Background: an optimization exercise with open tools, aiming at small area, a short achievable clock period and few clock cycles per item. Do not read the settings as production practice. The RTL was checked by simulation tests, not by an equivalence proof against the original design. Power figures rest on the tool's default switching activity, not on a simulated workload.

### flow/run.sh
#!/bin/bash
# synth_recipe.tcl (not shown) runs the flow's synth.tcl, then flattens the netlist and writes it again
# the make line also repeats each setting of config.mk as NAME=value (left out here)
make -C /OpenROAD-flow-scripts/flow DESIGN_CONFIG=/design/flow/config.mk WORK_HOME=/design/flow/orfs CLKGATE_MAP_FILE= SYNTH_SCRIPT=/design/flow/synth_recipe.tcl finish
### flow/config.mk
export PLATFORM = sky130hd
export DESIGN_NAME = rvv_div_unit
export DESIGN_NICKNAME = rvv_div_unit
export VERILOG_FILES = /design/flow/design.v
export SDC_FILE = /design/flow/constraint.sdc
export NUM_CORES = 4
export LEC_CHECK = 0
export CAP_MARGIN = 20
export CORE_MARGIN = 2
export CORE_UTILIZATION = 40
export SLEW_MARGIN = 20
### flow/constraint.sdc
create_clock -name core_clock -period 6.0 [get_ports {clk}]
set_input_delay 1.2000 -clock core_clock [delete_from_list [all_inputs] [get_ports {clk}]]
set_output_delay 1.2000 -clock core_clock [all_outputs]
set_load 0.01 [all_outputs]
### flow/design.v
`default_nettype none
package rvv_div_pkg;
  localparam int vlen_default    = 64;
  localparam int xlen            = 32;
  localparam int rob_depth_width = 4;
  localparam logic [1:0] eew8  = 2'd0;
  localparam logic [1:0] eew16 = 2'd1;
  localparam logic [1:0] eew32 = 2'd2;
  localparam logic [2:0] funct3_opmvv = 3'b010;
  localparam logic [2:0] funct3_opmvx = 3'b110;
  localparam logic [5:0] funct6_vdivu = 6'b100000;
  localparam logic [5:0] funct6_vdiv  = 6'b100001;
  localparam logic [5:0] funct6_vremu = 6'b100010;
  localparam logic [5:0] funct6_vrem  = 6'b100011;
endpackage
`default_nettype wire
`default_nettype none
module div_lane #(
  parameter int W = 8
) (
  input  wire          clk,
  input  wire          rst_n,
  input  wire          start,
  input  wire          is_signed,
  input  wire  [W-1:0] dividend,
  input  wire  [W-1:0] divisor,
  input  wire          ack,
  input  wire          flush,
  output logic         done,
  output logic [W-1:0] quotient,
  output logic [W-1:0] remainder
);
  localparam int cnt_w = $clog2(W + 1);
  logic             busy;
  logic [cnt_w-1:0] cnt;
  logic [W-1:0]     quo_q;
  logic [W-1:0]     rem_q;
  logic [W-1:0]     dvs_q;
  logic             neg_q;
  logic             neg_r;
  logic [W-1:0]     a_mag;
  logic [W-1:0]     b_mag;
  logic [W:0]       rem_shift;
  logic [W:0]       diff;
  always_comb begin
    a_mag     = (is_signed && dividend[W-1]) ? W'(-dividend) : dividend;
    b_mag     = (is_signed && divisor[W-1]) ? W'(-divisor) : divisor;
    rem_shift = {rem_q, quo_q[W-1]};
    diff      = rem_shift - {1'b0, dvs_q};
  end
  always_ff @(posedge clk or negedge rst_n) begin
    if (!rst_n) begin
      busy <= 1'b0;
      done <= 1'b0;
      cnt  <= '0;
    end else if (flush) begin
      busy <= 1'b0;
      done <= 1'b0;
    end else if (start) begin
      busy <= 1'b1;
      done <= 1'b0;
      cnt  <= cnt_w'(W);
    end else if (busy) begin
      cnt <= cnt - 1'b1;
      if (cnt == cnt_w'(1)) begin
        busy <= 1'b0;
        done <= 1'b1;
      end
    end else if (ack) begin
      done <= 1'b0;
    end
  end
  always_ff @(posedge clk) begin
    if (start) begin
      quo_q <= a_mag;
      rem_q <= '0;
      dvs_q <= b_mag;
      neg_q <= is_signed & (dividend[W-1] ^ divisor[W-1]) & (|divisor);
      neg_r <= is_signed & dividend[W-1];
    end else if (busy) begin
      if (!diff[W]) begin
        rem_q <= diff[W-1:0];
        quo_q <= {quo_q[W-2:0], 1'b1};
      end else begin
        rem_q <= rem_shift[W-1:0];
        quo_q <= {quo_q[W-2:0], 1'b0};
      end
    end
  end
  assign quotient  = neg_q ? W'(-quo_q) : quo_q;
  assign remainder = neg_r ? W'(-rem_q) : rem_q;
endmodule
`default_nettype wire
`default_nettype none
module div_lane_bank #(
  parameter int W     = 8,
  parameter int lanes = 1
) (
  input  wire                  clk,
  input  wire                  rst_n,
  input  wire                  start,
  input  wire                  is_signed,
  input  wire  [lanes*W-1:0]   dividend,
  input  wire  [lanes*W-1:0]   divisor,
  input  wire                  ack,
  input  wire                  flush,
  output logic                 done,
  output logic [lanes*W-1:0]   quotient,
  output logic [lanes*W-1:0]   remainder
);
  logic [lanes-1:0] lane_done;
  for (genvar i = 0; i < lanes; i++) begin : g_lane
    div_lane #(
      .W (W)
    ) u_lane (
      .clk       (clk),
      .rst_n     (rst_n),
      .start     (start),
      .is_signed (is_signed),
      .dividend  (dividend[i*W +: W]),
      .divisor   (divisor[i*W +: W]),
      .ack       (ack),
      .flush     (flush),
      .done      (lane_done[i]),
      .quotient  (quotient[i*W +: W]),
      .remainder (remainder[i*W +: W])
    );
  end
  assign done = &lane_done;
endmodule
`default_nettype wire
`default_nettype none
module div_operand_split #(
  parameter int VLEN = 64
) (
  input  wire  [1:0]        eew,
  input  wire               is_signed,
  input  wire               use_scalar,
  input  wire  [VLEN-1:0]   src1,
  input  wire  [VLEN-1:0]   src2,
  output logic [VLEN/2-1:0] dividend8,
  output logic [VLEN/2-1:0] divisor8,
  output logic [VLEN/2-1:0] dividend16,
  output logic [VLEN/2-1:0] divisor16,
  output logic [VLEN-1:0]   dividend32,
  output logic [VLEN-1:0]   divisor32
);
  localparam int n8  = VLEN / 8;
  localparam int n16 = VLEN / 16;
  localparam int n32 = VLEN / 32;
  logic [VLEN-1:0] op1;
  always_comb begin
    op1 = src1;
    if (use_scalar) begin
      case (eew)
        rvv_div_pkg::eew8:  op1 = {n8{src1[7:0]}};
        rvv_div_pkg::eew16: op1 = {n16{src1[15:0]}};
        default:            op1 = {n32{src1[31:0]}};
      endcase
    end
  end
  always_comb begin
    dividend8  = '0;
    divisor8   = '0;
    dividend16 = '0;
    divisor16  = '0;
    dividend32 = '0;
    divisor32  = '0;
    case (eew)
      rvv_div_pkg::eew8: begin
        for (int i = 0; i < n8 / 2; i++) begin
          dividend8[i*8 +: 8] = src2[i*8 +: 8];
          divisor8[i*8 +: 8]  = op1[i*8 +: 8];
        end
        for (int i = 0; i < n8 / 4; i++) begin
          dividend16[i*16 +: 16] = {{8{is_signed & src2[(n8/2+i)*8+7]}}, src2[(n8/2+i)*8 +: 8]};
          divisor16[i*16 +: 16]  = {{8{is_signed & op1[(n8/2+i)*8+7]}}, op1[(n8/2+i)*8 +: 8]};
          dividend32[i*32 +: 32] = {{24{is_signed & src2[(n8*3/4+i)*8+7]}},
                                    src2[(n8*3/4+i)*8 +: 8]};
          divisor32[i*32 +: 32]  = {{24{is_signed & op1[(n8*3/4+i)*8+7]}},
                                    op1[(n8*3/4+i)*8 +: 8]};
        end
      end
      rvv_div_pkg::eew16: begin
        for (int i = 0; i < n16 / 2; i++) begin
          dividend16[i*16 +: 16] = src2[i*16 +: 16];
          divisor16[i*16 +: 16]  = op1[i*16 +: 16];
          dividend32[i*32 +: 32] = {{16{is_signed & src2[(n16/2+i)*16+15]}},
                                    src2[(n16/2+i)*16 +: 16]};
          divisor32[i*32 +: 32]  = {{16{is_signed & op1[(n16/2+i)*16+15]}},
                                    op1[(n16/2+i)*16 +: 16]};
        end
      end
      rvv_div_pkg::eew32: begin
        for (int i = 0; i < n32; i++) begin
          dividend32[i*32 +: 32] = src2[i*32 +: 32];
          divisor32[i*32 +: 32]  = op1[i*32 +: 32];
        end
      end
      default: ;
    endcase
  end
endmodule
`default_nettype wire
`default_nettype none
module div_result_merge #(
  parameter int VLEN = 64
) (
  input  wire  [1:0]        eew,
  input  wire               is_rem,
  input  wire  [VLEN/2-1:0] quotient8,
  input  wire  [VLEN/2-1:0] remainder8,
  input  wire  [VLEN/2-1:0] quotient16,
  input  wire  [VLEN/2-1:0] remainder16,
  input  wire  [VLEN-1:0]   quotient32,
  input  wire  [VLEN-1:0]   remainder32,
  output logic [VLEN-1:0]   result_data
);
  localparam int n8  = VLEN / 8;
  localparam int n16 = VLEN / 16;
  localparam int n32 = VLEN / 32;
  logic [VLEN/2-1:0] r8;
  logic [VLEN/2-1:0] r16;
  logic [VLEN-1:0]   r32;
  assign r8  = is_rem ? remainder8 : quotient8;
  assign r16 = is_rem ? remainder16 : quotient16;
  assign r32 = is_rem ? remainder32 : quotient32;
  always_comb begin
    result_data = '0;
    case (eew)
      rvv_div_pkg::eew8: begin
        for (int i = 0; i < n8 / 2; i++) begin
          result_data[i*8 +: 8] = r8[i*8 +: 8];
        end
        for (int i = 0; i < n8 / 4; i++) begin
          result_data[(n8/2+i)*8 +: 8]   = r16[i*16 +: 8];
          result_data[(n8*3/4+i)*8 +: 8] = r32[i*32 +: 8];
        end
      end
      rvv_div_pkg::eew16: begin
        for (int i = 0; i < n16 / 2; i++) begin
          result_data[i*16 +: 16]         = r16[i*16 +: 16];
          result_data[(n16/2+i)*16 +: 16] = r32[i*32 +: 16];
        end
      end
      rvv_div_pkg::eew32: begin
        for (int i = 0; i < n32; i++) begin
          result_data[i*32 +: 32] = r32[i*32 +: 32];
        end
      end
      default: ;
    endcase
  end
endmodule
`default_nettype wire
`default_nettype none
module div_uop_ctrl #(
  parameter int VLEN = 64
) (
  input  wire             clk,
  input  wire             rst_n,
  input  wire             uop_valid,
  input  wire  [5:0]      funct6,
  input  wire  [2:0]      funct3,
  input  wire  [1:0]      vs2_eew,
  input  wire  [VLEN-1:0] vs1_data,
  input  wire  [VLEN-1:0] vs2_data,
  input  wire  [31:0]     rs1_data,
  input  wire  [3:0]      rob_entry,
  input  wire             result_ready,
  input  wire             trap_flush,
  input  wire             done8,
  input  wire             done16,
  input  wire             done32,
  output logic            uop_ready,
  output logic            result_valid,
  output logic [3:0]      result_rob_entry,
  output logic [1:0]      eew,
  output logic            is_rem,
  output logic            is_signed,
  output logic            use_scalar,
  output logic [VLEN-1:0] src1,
  output logic [VLEN-1:0] src2,
  output logic            start8,
  output logic            start16,
  output logic            start32,
  output logic            ack,
  output logic            flush
);
  localparam logic [1:0] st_idle = 2'd0;
  localparam logic [1:0] st_busy = 2'd1;
  localparam logic [1:0] st_done = 2'd2;
  logic [1:0] state;
  logic       legal;
  logic       accept;
  logic       start_q;
  logic       all_done;
  always_comb begin
    legal = 1'b0;
    if (funct3 == rvv_div_pkg::funct3_opmvv || funct3 == rvv_div_pkg::funct3_opmvx) begin
      case (funct6)
        rvv_div_pkg::funct6_vdivu,
        rvv_div_pkg::funct6_vdiv,
        rvv_div_pkg::funct6_vremu,
        rvv_div_pkg::funct6_vrem: legal = 1'b1;
        default: legal = 1'b0;
      endcase
    end
  end
  assign uop_ready    = (state == st_idle);
  assign accept       = uop_valid & uop_ready & legal & ~trap_flush;
  assign result_valid = (state == st_done);
  assign all_done = done32 &
                    ((eew == rvv_div_pkg::eew32) || done16) &
                    ((eew != rvv_div_pkg::eew8) || done8);
  always_ff @(posedge clk or negedge rst_n) begin
    if (!rst_n) begin
      state   <= st_idle;
      start_q <= 1'b0;
    end else if (trap_flush) begin
      state   <= st_idle;
      start_q <= 1'b0;
    end else begin
      start_q <= accept;
      case (state)
        st_idle: if (accept) state <= st_busy;
        st_busy: if (all_done) state <= st_done;
        st_done: if (result_ready) state <= st_idle;
        default: state <= st_idle;
      endcase
    end
  end
  always_ff @(posedge clk) begin
    if (accept) begin
      eew              <= vs2_eew;
      is_rem           <= (funct6 == rvv_div_pkg::funct6_vremu) ||
                          (funct6 == rvv_div_pkg::funct6_vrem);
      is_signed        <= (funct6 == rvv_div_pkg::funct6_vdiv) ||
                          (funct6 == rvv_div_pkg::funct6_vrem);
      use_scalar       <= (funct3 == rvv_div_pkg::funct3_opmvx);
      src1             <= (funct3 == rvv_div_pkg::funct3_opmvx) ? VLEN'(rs1_data) : vs1_data;
      src2             <= vs2_data;
      result_rob_entry <= rob_entry;
    end
  end
  assign start8  = start_q & (eew == rvv_div_pkg::eew8);
  assign start16 = start_q & (eew != rvv_div_pkg::eew32);
  assign start32 = start_q;
  assign ack   = result_valid & result_ready;
  assign flush = trap_flush;
endmodule
`default_nettype wire
`default_nettype none
module rvv_div_unit #(
  parameter int VLEN = 64
) (
  input  wire             clk,
  input  wire             rst_n,
  input  wire             uop_valid,
  input  wire  [5:0]      funct6,
  input  wire  [2:0]      funct3,
  input  wire  [1:0]      vs2_eew,
  input  wire  [VLEN-1:0] vs1_data,
  input  wire  [VLEN-1:0] vs2_data,
  input  wire  [31:0]     rs1_data,
  input  wire  [3:0]      rob_entry,
  input  wire             result_ready,
  input  wire             trap_flush,
  output logic            uop_ready,
  output logic            result_valid,
  output logic [VLEN-1:0] result_data,
  output logic [3:0]      result_rob_entry
);
  localparam int lanes8  = VLEN / 16;
  localparam int lanes16 = VLEN / 32;
  localparam int lanes32 = VLEN / 32;
  logic [1:0]        eew;
  logic              is_rem;
  logic              is_signed;
  logic              use_scalar;
  logic [VLEN-1:0]   src1;
  logic [VLEN-1:0]   src2;
  logic              start8, start16, start32;
  logic              done8, done16, done32;
  logic              ack;
  logic              flush;
  logic [VLEN/2-1:0] dividend8, divisor8, quotient8, remainder8;
  logic [VLEN/2-1:0] dividend16, divisor16, quotient16, remainder16;
  logic [VLEN-1:0]   dividend32, divisor32, quotient32, remainder32;
  div_uop_ctrl #(
    .VLEN (VLEN)
  ) u_ctrl (
    .clk              (clk),
    .rst_n            (rst_n),
    .uop_valid        (uop_valid),
    .funct6           (funct6),
    .funct3           (funct3),
    .vs2_eew          (vs2_eew),
    .vs1_data         (vs1_data),
    .vs2_data         (vs2_data),
    .rs1_data         (rs1_data),
    .rob_entry        (rob_entry),
    .result_ready     (result_ready),
    .trap_flush       (trap_flush),
    .done8            (done8),
    .done16           (done16),
    .done32           (done32),
    .uop_ready        (uop_ready),
    .result_valid     (result_valid),
    .result_rob_entry (result_rob_entry),
    .eew              (eew),
    .is_rem           (is_rem),
    .is_signed        (is_signed),
    .use_scalar       (use_scalar),
    .src1             (src1),
    .src2             (src2),
    .start8           (start8),
    .start16          (start16),
    .start32          (start32),
    .ack              (ack),
    .flush            (flush)
  );
  div_operand_split #(
    .VLEN (VLEN)
  ) u_split (
    .eew        (eew),
    .is_signed  (is_signed),
    .use_scalar (use_scalar),
    .src1       (src1),
    .src2       (src2),
    .dividend8  (dividend8),
    .divisor8   (divisor8),
    .dividend16 (dividend16),
    .divisor16  (divisor16),
    .dividend32 (dividend32),
    .divisor32  (divisor32)
  );
  div_lane_bank #(.W(8), .lanes(lanes8)) u_bank8 (
    .clk       (clk),
    .rst_n     (rst_n),
    .start     (start8),
    .is_signed (is_signed),
    .dividend  (dividend8),
    .divisor   (divisor8),
    .ack       (ack),
    .flush     (flush),
    .done      (done8),
    .quotient  (quotient8),
    .remainder (remainder8)
  );
  div_lane_bank #(.W(16), .lanes(lanes16)) u_bank16 (
    .clk       (clk),
    .rst_n     (rst_n),
    .start     (start16),
    .is_signed (is_signed),
    .dividend  (dividend16),
    .divisor   (divisor16),
    .ack       (ack),
    .flush     (flush),
    .done      (done16),
    .quotient  (quotient16),
    .remainder (remainder16)
  );
  div_lane_bank #(.W(32), .lanes(lanes32)) u_bank32 (
    .clk       (clk),
    .rst_n     (rst_n),
    .start     (start32),
    .is_signed (is_signed),
    .dividend  (dividend32),
    .divisor   (divisor32),
    .ack       (ack),
    .flush     (flush),
    .done      (done32),
    .quotient  (quotient32),
    .remainder (remainder32)
  );
  div_result_merge #(
    .VLEN (VLEN)
  ) u_merge (
    .eew         (eew),
    .is_rem      (is_rem),
    .quotient8   (quotient8),
    .remainder8  (remainder8),
    .quotient16  (quotient16),
    .remainder16 (remainder16),
    .quotient32  (quotient32),
    .remainder32 (remainder32),
    .result_data (result_data)
  );
endmodule
`default_nettype wire
==> reports/results.tsv <==
metric	value	unit
status	timing/DRC/antenna clean	
crit_type	reg -> out	
drt_iter0_markers	4944	
die_area	120000	um^2
finalSetupViolations	0	
grt_max_degree	159	
netSwitchingPower	4.00	mW
worstHoldStart	u_bank16.g_lane[1].u_lane.rem_q[1]	
synth_area	46700	um^2
synthArstFlopShare	9.60	%
routed_wl	173000	um
cts_buffers	75	
dp.cells	7068	
overflow	0	
cp-startpoint	u_bank32.g_lane[0].u_lane.rem_q[0]	
tritoncts	done	
fill_cells	11400	
rsz0062_at_grt	no	
clock_skew	26.3	ps
grt_pass1_vias	39200	
yosysSeqAreaShare	34.8	%
period_minus_slack	5760	ps
antenna_found_initial	7	
crit_arrival	4560	ps
vias	42800	
final_nets	5984	
hold_depth	2	
ir_worst_vdd	0.204	mV
slew_headroom	29.6	%
cts.sinks	594	
dp_hpwl	133000	um
clk_latency	660	ps
routabilityCongestion	0.974	
worst_r2r_path_depth	11	
ios	250	
worstMarginPinSlew	1040	ps
finalPower	12.8	mW
ant_nets	0	
path_clk_slew	60	ps
synthFlopType	edfxtp_1	
port_buffers	249	
fin_hold_ws	505	ps
grt_pass1_wl	255000	um
area_delta_synth_final	13.8	%
power.share.switching	31.2	%
yosys_warnings	6	
drive_above_1_share	7.00	%
end_kind	output port	
root_buffer	clkbuf_16	
finalNonFillerCells	7211	
p_clk_share	36.9	%
postCtsHoldBufs	0	
drc	0	
core_area	116000	um^2
drv_cap	0	
drt_first_pass_iters	6	
start_util	40.3	%
timing.final.crit_share	96.0	%
crit_required	4800	ps
cp-start-kind	flop	
seqPwrFrac	38.9	%
syn_nets	5902	
reg2reg_from	u_ctrl.eew[1]	
via_per_inst	5.94	
crit_fanout	8	
hp-class	reg -> reg	
syn_avg_cell_area	8.44	um^2
leakagePower	20.2	nW
finalMaxSlewViolations	0	
die_w	346	um
core.rowCount	125	
internal_power	8.83	mW
max_freq	0.174	GHz
ys_ff_latch	594	
powerDensity	241	nW/um^2
setup_tns	0	ps
fin_util	45.8	%
dieHeight	346	um
post-cts-setup-buffer-count	0	
hold_violations	0	
synth-edff-count	409	
synthCells	5539	
clock_path_buffers	3	
yosys.cell_types.count	95	
cts_max_level	3	
grt_use_total	28.0	%
wl_per_cell	24.0	um
comb_power_share	24.2	%
-- flip-flops by register name, summed over array words and instances (netlist names), 64 cells and up --
signal                        count
u_bank32.g_lane.u_lane.dvs_q     64
u_bank32.g_lane.u_lane.quo_q     64
u_bank32.g_lane.u_lane.rem_q     64
u_ctrl.src1                      64
u_ctrl.src2                      64
-- worst paths after layout --
path / slack [ps] / to
worst max register to register: 1290 / u_bank32.g_lane[0].u_lane.dvs_q[28]
max in group asynchronous: 4640 / u_ctrl.start_q
worst min-delay path: 510 / u_bank16.g_lane[1].u_lane.rem_q[1]
worst max-delay path: 240 / result_data[27]
worst min register to register: 510 / u_bank16.g_lane[1].u_lane.rem_q[1]
min in group asynchronous: 710 / u_bank8.g_lane[2].u_lane.cnt[2]
-- cell type report --
class                           instances  area (um^2)  area share [%]
Multi-Input combinational cell       4309        28100            52.8
Sequential cell                       594        16300            30.6
Timing Repair Buffer                  333         3190            6.00
Clock buffer                          102         2110            3.97
Tap cell                             1524         1910            3.59
Inverter                              308         1160            2.18
Clock inverter                         36          427           0.802
Antenna cell                            5         12.5          0.0235
-- layout by cell type, fill, tap and decap left out, types with 39 or more instances in the layout --
cell type / netlist / final
o21ai_0: 435 / 434
nor2_1: 516 / 513
a211oi_1: 145 / 143
ha_1: 175 / 175
xor2_1: 216 / 215
a21o_1: 48 / 48
o211ai_1: 47 / 47
nand2b_1: 85 / 84
mux2_2: 85 / 85
o22ai_1: 52 / 52
nor3_1: 97 / 97
nand2_1: 610 / 607
dfrtp_1: 57 / 53
o31ai_1: 106 / 106
a21oi_1: 432 / 432
buf_4: 4 / 78
or3_1: 59 / 59
nor2b_1: 51 / 50
clkbuf_16: 0 / 78
edfxtp_1: 409 / 409
a21boi_0: 39 / 39
dfxtp_1: 128 / 128
nand3_1: 90 / 88
and2_1: 78 / 78
inv_1: 304 / 302
clkdlybuf4s50_1: 0 / 247
xnor2_1: 272 / 272
mux2i_1: 200 / 200
-- per-stage QoR --
step	setup WS [ps]	instance area, um^2
final	241	53200
after global routing	60.3	53200
after CTS	140	53200
after detailed placement	645	50600
after global placement	635	50600
after floorplan	192	46700
-- synthesized netlist by cell type (29+ instances only) --
| library cell | instances | area (um^2) |
|---|---|---|
| clkbuf_1 | 247 | 927 |
| o22ai_1 | 52 | 325 |
| buf_1 | 41 | 154 |
| o31ai_1 | 106 | 796 |
| or2_2 | 29 | 181 |
| nor2_1 | 516 | 1940 |
| a21boi_0 | 39 | 293 |
| dfrtp_1 | 57 | 1430 |
| nor3_1 | 97 | 485 |
| inv_1 | 304 | 1140 |
| o21ai_0 | 435 | 2180 |
| xnor2_1 | 272 | 2380 |
| mux2i_1 | 200 | 2000 |
| o211ai_1 | 47 | 353 |
| nor4_1 | 31 | 194 |
| xor2_1 | 216 | 1890 |
| nand3_1 | 90 | 450 |
| nor2b_1 | 51 | 319 |
| a211oi_1 | 145 | 1090 |
| and2_1 | 78 | 488 |
| mux2_2 | 85 | 957 |
| or3_1 | 59 | 369 |
| buf_2 | 32 | 160 |
| a21o_1 | 48 | 360 |
| edfxtp_1 | 409 | 12300 |
| dfxtp_1 | 128 | 2560 |
| nand2_1 | 610 | 2290 |
| a31oi_1 | 34 | 213 |
| a21oi_1 | 432 | 2160 |
| ha_1 | 175 | 2190 |
| nand2b_1 | 85 | 532 |
-- what timing repair did --
item                                   in CTS  in global routing
setup endpoints to repair                   1                  1
gates resized for setup                     2                  1
gates cloned                                0                  0
endpoints found under the hold margin       0                  0
-- kinds of logic after synthesis --
group,share of synthesized area (%)
buffers and inverters,5.29
AND/OR/NAND/NOR,17.6
multiplexers,7.34
AO/OA/AOI/OAI,20.7
adder cells (fa/ha/maj),5.03
flip-flops,34.8
XOR/XNOR,9.15
-- power by group through the flow --
stage	Combinational, mW	Sequential, mW	Clock, mW
4_1_cts	3.07	4.98	4.81
3_3_place_gp	3.02	5.05	0
6_report	3.10	4.99	4.74
2_1_floorplan	2.31	4.92	0
5_1_grt	3.43	5.03	4.96
3_5_place_dp	3.05	5.06	0
-- layer usage --
layer | part of all wire (%) | track usage, % | routed length, um | up-vias
li1 | - | - | - | 20100
met1 | 42 | 37.7 | 72500 | 20400
met2 | 44 | 43.5 | 76500 | 1950
met3 | 8.4 | 4.34 | 14500 | 388
met4 | 5.6 | 14.4 | 9780 | 4
met5 | 0.016 | 0 | 28 | -
-- worst max-delay path, cell delays in order (launching register included) --
cell and delay, ps:
dfxtp_1 390, or4_1 620, nor4_2 370, nand3_1 200, or3_1 410, or3_1 390
nand2_1 100, xor2_1 90, mux4_2 480, o21ai_1 270, clkdlybuf4s50_1 590
Testbench counts, summed over its fixed seeds: cycles 69,120, items 1,920.

afterwards: timing with drivers on the ports:
How much do the figures lean on ideal ports? The routed layout below was timed once more, with nothing changed but the port constraints. Step 1 (the two cells are an assumption about what drives the block):
set clk [get_ports {clk}]
set_driving_cell -lib_cell sky130_fd_sc_hd__clkbuf_16 $clk
set_driving_cell -lib_cell sky130_fd_sc_hd__buf_2 [delete_from_list [all_inputs] $clk]
Step 2 moves the port delays by t, midway between the first and last clock arrival at a register: inputs arrive t later, outputs are due t later. That takes back most of the time a late clock gives input paths. a / b / c = ideal ports / drivers / drivers and shift; a / b = the first two.
t, ns: 0.714
setup WS [ns]: 0.241 / 0.172 / 0.886
worst setup path after step 2: register to output
worst register clock-pin slew, ns: 0.07 / 0.07
cell pins on the clock port's net: 1
After both steps setup and hold are still met in this run. The setup slack of this run moves by -0.069 ns with the drivers and by +0.645 ns with both steps.
